What follows belongs to an exercise in optimizing a design on an open flow for small area; a production flow would make more cautious choices. Only simulation tests tie the RTL to the original design; equivalence was not proved. No driver is modelled on the clock port, so clocking that relies on it looks cheaper here than on a real chip. Power figures rest on the tool's default switching activity, not on a simulated workload.

old:
==> module lc4_top, before the edit <==
module lc4_top (
   input  logic        clk,
   input  logic        i_reset,
   output logic [15:0] o_imem_addr,
   input  logic [15:0] i_imem_data,
   output logic [15:0] o_dmem_addr,
   output logic        o_dmem_we,
   output logic [15:0] o_dmem_wdata,
   input  logic [15:0] i_dmem_data,
   output logic        o_retire_valid,
   output logic [15:0] o_retire_pc,
   output logic [15:0] o_retire_insn,
   output logic        o_retire_rf_we,
   output logic [2:0]  o_retire_wsel,
   output logic [15:0] o_retire_wdata
);
   logic [2:0]        ph;       
   logic              clr;      
   logic              second;   
   logic [15:0]       pc;
   logic [1:0]        cc;       
   logic [15:0]       rf [0:7];
   logic [1:0]        lo [0:7];   
   logic [15:0]       w;        
   logic [15:2]       d;        
   logic              c;        
   logic [15:0] insn;
   logic [3:0]  op;
   logic        is_br, is_add, is_and, is_const, is_ldr, is_str, is_alu, is_rr, multi, ok, rf_we;
   logic        last, final_rot, adv, taken, wr_now;
   logic [2:0]  p_sel;
   logic [1:0]  p_d, a_d, b_d, imm_d, alu_d, res_d, sum_d;
   logic        cin, cout;
   logic [15:0] imm16, result;
   logic [1:0]  pc_d;
   assign insn     = i_imem_data;
   assign op       = insn[15:12];
   assign is_br    = op == 4'b0000;
   assign is_add   = op == 4'b0001;
   assign is_and   = op == 4'b0101;
   assign is_const = op == 4'b1001;
   assign is_ldr   = op == 4'b0110;
   assign is_str   = op == 4'b0111;
   assign is_alu   = (is_add || is_and) && (insn[5] || insn[4:3] == 2'b00);
   assign ok       = is_alu || is_const || is_ldr || is_str || is_br;
   assign rf_we    = is_alu || is_const || is_ldr;
   assign is_rr    = is_alu && !insn[5];
   assign multi    = is_ldr || is_str || is_rr;
   logic br_op, mem_op, imm9_op;
   assign br_op   = insn[14:12] == 3'b000;             
   assign mem_op  = insn[13];                           
   assign imm9_op = !insn[13] && (insn[15] || !insn[12]);   
   assign last      = ph == 3'd7;
   assign final_rot = !multi || second;
   assign adv       = !clr && last && final_rot;
   assign wr_now    = rf_we && final_rot;
   assign p_sel = !second ? insn[8:6] : mem_op ? insn[11:9] : insn[2:0];
   always_comb begin
      p_d = 2'b00;
      for (int i = 0; i < 8; i++) p_d = p_d | (lo[i] & {2{p_sel == 3'(i)}});
   end
   assign imm16 = imm9_op ? {{7{insn[8]}}, insn[8:0]} :
                  mem_op  ? {{10{insn[5]}}, insn[5:0]} :
                            {{11{insn[4]}}, insn[4:0]};
   assign imm_d = imm16 >> {ph, 1'b0};
   assign pc_d  = pc >> {ph, 1'b0};
   assign a_d  = br_op ? pc_d : insn[15] ? 2'b00 : p_d;
   assign b_d  = second ? w[1:0] : imm_d;
   assign cin  = (ph == 3'd0) ? br_op : c;
   logic c1;
   assign sum_d[0] = a_d[0] ^ b_d[0] ^ cin;
   assign c1       = (a_d[0] & b_d[0]) | (cin & (a_d[0] ^ b_d[0]));
   assign sum_d[1] = a_d[1] ^ b_d[1] ^ c1;
   assign cout     = (a_d[1] & b_d[1]) | (c1 & (a_d[1] ^ b_d[1]));
   assign alu_d = (insn[14] && !insn[13]) ? (a_d & b_d) : sum_d;    
   assign res_d = (second && mem_op) ? w[1:0] : alu_d;
   assign result = {res_d, w[15:2]};
   for (genvar i = 0; i < 8; i++) begin : g_rf
      assign lo[i] = rf[i][1:0];
      always_ff @(posedge clk) begin
         if (clr || (wr_now && insn[11:9] == 3'(i)))
            rf[i] <= {res_d & {2{!clr}}, rf[i][15:2]};
         else
            rf[i] <= {rf[i][1:0], rf[i][15:2]};
      end
   end
   always_ff @(posedge clk) begin
      if (last && !insn[12])
         w <= i_dmem_data;
      else
         w <= {(is_rr && !second) ? p_d : res_d, w[15:2]};
      d <= {p_d, d[15:4]};
      c <= cout;
   end
   logic [15:0] pc_inc;
   logic [16:0] pc_cy;
   assign pc_cy[0] = adv;
   for (genvar k = 0; k < 16; k++) begin : g_inc
      assign pc_inc[k]  = pc[k] ^ pc_cy[k];
      assign pc_cy[k+1] = pc[k] & pc_cy[k];
   end
   assign taken  = is_br && ((insn[11] && cc == 2'b11) || (insn[10] && cc == 2'b10) ||
                             (insn[9] && cc == 2'b01));
   always_ff @(posedge clk) begin
      if (i_reset) begin
         ph     <= 3'd0;
         clr    <= 1'b1;
         second <= 1'b0;
         pc     <= 16'h8200;
         cc     <= 2'b00;
      end else begin
         ph <= ph + 3'd1;
         if (last) clr <= 1'b0;
         if (!clr && last && multi) second <= !second;
         pc <= (adv && taken) ? result : pc_inc;
         if (adv && rf_we)
            cc <= {result[15] || result == 16'd0, result[15] || result != 16'd0};
      end
   end
   assign o_imem_addr    = pc;
   assign o_dmem_addr    = result;
   assign o_dmem_we      = adv && is_str;
   assign o_dmem_wdata   = {p_d, d[15:2]};
   assign o_retire_valid = adv && ok;
   assign o_retire_pc    = pc;
   assign o_retire_insn  = insn;
   assign o_retire_rf_we = rf_we;
   assign o_retire_wsel  = insn[11:9];
   assign o_retire_wdata = result;
endmodule
export LEC_CHECK = 0
export ABC_AREA = 1
export CAP_MARGIN = 0
export CORE_MARGIN = 2
export CORE_UTILIZATION = 60
export CTS_BUF_LIST = sky130_fd_sc_hd__clkbuf_8
export SLEW_MARGIN = 0
create_clock -name core_clock -period 6.0 [get_ports {clk}]
standard.sh (not shown) runs the stock make flow with config.mk's settings and CLKGATE_MAP_FILE= SYNTH_SCRIPT=/design/flow/synth_recipe.tcl, a recipe that flattens the netlist after the stock synthesis.
==> flow/flow/run.sh <==
#!/bin/bash
# The standard layout (standard.sh) with these changes:
# - synthesis maps the combinational logic with several area-oriented ABC scripts and keeps
#   the smallest result (flow/synth.tcl around synth_recipe.tcl; registers are unchanged);
# - every port is buffered by the smallest buffer cell, and a buffer that synthesis put on a
#   wire from an input port to an output port is dropped once both ports have their own
#   buffer (flow/post_gpl.tcl);
# - the clock tree is a balanced two-level tree (a clkbuf_4 root, clkbuf_8 leaves) built before CTS
#   (flow/pre_cts.tcl, flow/clock_tree.tcl).
# ORFS writes each step's full log under orfs/logs; make's own output goes to standard_flow.log.
set -euo pipefail
here=$(pwd)
export AREA_ABC_SCRIPTS="$(ls $here/flow/a*.abc | tr '\n' ' ')"
export AREA_ABC_REPORT=$here/abc_area.txt
export FLOW_SYNTH_TCL=$here/synth_recipe.tcl
export CLOCK_TREE_TCL=$here/flow/clock_tree.tcl
export CLOCK_TREE_LEAVES=10
export CLOCK_TREE_ROOT=sky130_fd_sc_hd__clkbuf_4
bash standard.sh "SYNTH_SCRIPT=$here/flow/synth.tcl" \
  "BUFFER_PORTS_ARGS=-buffer_cell sky130_fd_sc_hd__buf_1" \
  "POST_GLOBAL_PLACE_TCL=$here/flow/post_gpl.tcl" \
  "PRE_CTS_TCL=$here/flow/pre_cts.tcl" \
  "CTS_ARGS=-sink_clustering_enable -repair_clock_nets -buf_list sky130_fd_sc_hd__clkbuf_8 -dont_use_dummy_load" \
  finish > standard_flow.log 2>&1
Other scripts of this flow, unchanged in this note and not shown: flow/flow/a1.abc, flow/flow/a2.abc, flow/flow/a3.abc, flow/flow/a4.abc, flow/flow/a5.abc, flow/flow/a6.abc, flow/flow/a7.abc, flow/flow/a8.abc, flow/flow/a9.abc, flow/flow/clock_tree.tcl, flow/flow/post_gpl.tcl, flow/flow/pre_cts.tcl, flow/flow/synth.tcl
> inputs changed (old -> new)
diff --git a/flow/design.v b/flow/design.v
--- a/flow/design.v
+++ b/flow/design.v
@@ -141,7 +141,7 @@
    logic [15:0]       rf [0:7];
    logic [1:0]        lo [0:7];   
    logic [15:0]       w;        
-   logic [15:2]       d;        
+   logic [15:0]       d;        
    logic              c;        
    logic [15:0] insn;
    logic [3:0]  op;
@@ -184,7 +184,7 @@
    assign imm_d = imm16 >> {ph, 1'b0};
    assign pc_d  = pc >> {ph, 1'b0};
    assign a_d  = br_op ? pc_d : insn[15] ? 2'b00 : p_d;
-   assign b_d  = second ? w[1:0] : imm_d;
+   assign b_d  = second ? d[1:0] : imm_d;
    assign cin  = (ph == 3'd0) ? br_op : c;
    logic c1;
    assign sum_d[0] = a_d[0] ^ b_d[0] ^ cin;
@@ -207,8 +207,8 @@
       if (last && !insn[12])
          w <= i_dmem_data;
       else
-         w <= {(is_rr && !second) ? p_d : res_d, w[15:2]};
-      d <= {p_d, d[15:4]};
+         w <= {res_d, w[15:2]};
+      d <= {p_d, d[15:2]};
       c <= cout;
    end
    logic [15:0] pc_inc;
### Flow results
- Summary: with old as the reference, met1 routed wirelength after detailed routing in new moved down by a few percent.
- Against old as the reference, new delivers a higher portion of total power attributed to combinational logic.
- Share of final-layout standard cells stronger than drive strength 1 ended up 0.84 points higher on new than on old.
- old → new: share of the clock period used by the worst path saw a decrease, cell count now sits higher, worst relative slew slack shows a reduction of 18 points, hold slack decreased by 0.0068 ns relative to the old numbers.
- The run showing the smaller core occupancy in the finished layout is new.
- On total power, old beats new.
- Having completed the whole flow, new delivered a layout that passed the timing, DRC and antenna checks.
- new vs old — sequential share of cell area rose 0.35 points.
- Against old, design area in new came out worse.
- old -> new: sum of routed wire length over all layers flat

-- port drivers added, routing unchanged --
The results above use ideal ports. As a check the final layouts listed here were re-extracted and re-timed, cells and wires unchanged.
Step 1, drivers: a clkbuf_16 drives clk and a buf_2 each remaining input, both assumed.
Step 2, shift: input delay + t, output delay - t, t = (earliest + latest rising clock arrival at the registers) / 2. This alone moves slack from input paths to output paths.
Slacks: no drivers / after step 1 / after step 2; pairs: no drivers / after step 1.
| run | shift t [ns] | setup WS [ns] | hold slack, ns | clock arrival spread, ns | worst data-port slew with drivers (ns) |
|---|---|---|---|---|---|
| old | 0.562 | 0.257 / 0.233 / 0.119 | 0.326 / 0.326 / 0.326 | 0.014 / 0.014 | 0.03 |
| new | 0.569 | 0.275 / 0.249 / 0.066 | 0.319 / 0.319 / 0.319 | 0.019 / 0.018 | 0.03 |
After both steps every run listed still meets setup and hold. The setup slack of new, which loses most, moves by -0.026 ns with the drivers and by -0.209 ns with both steps.
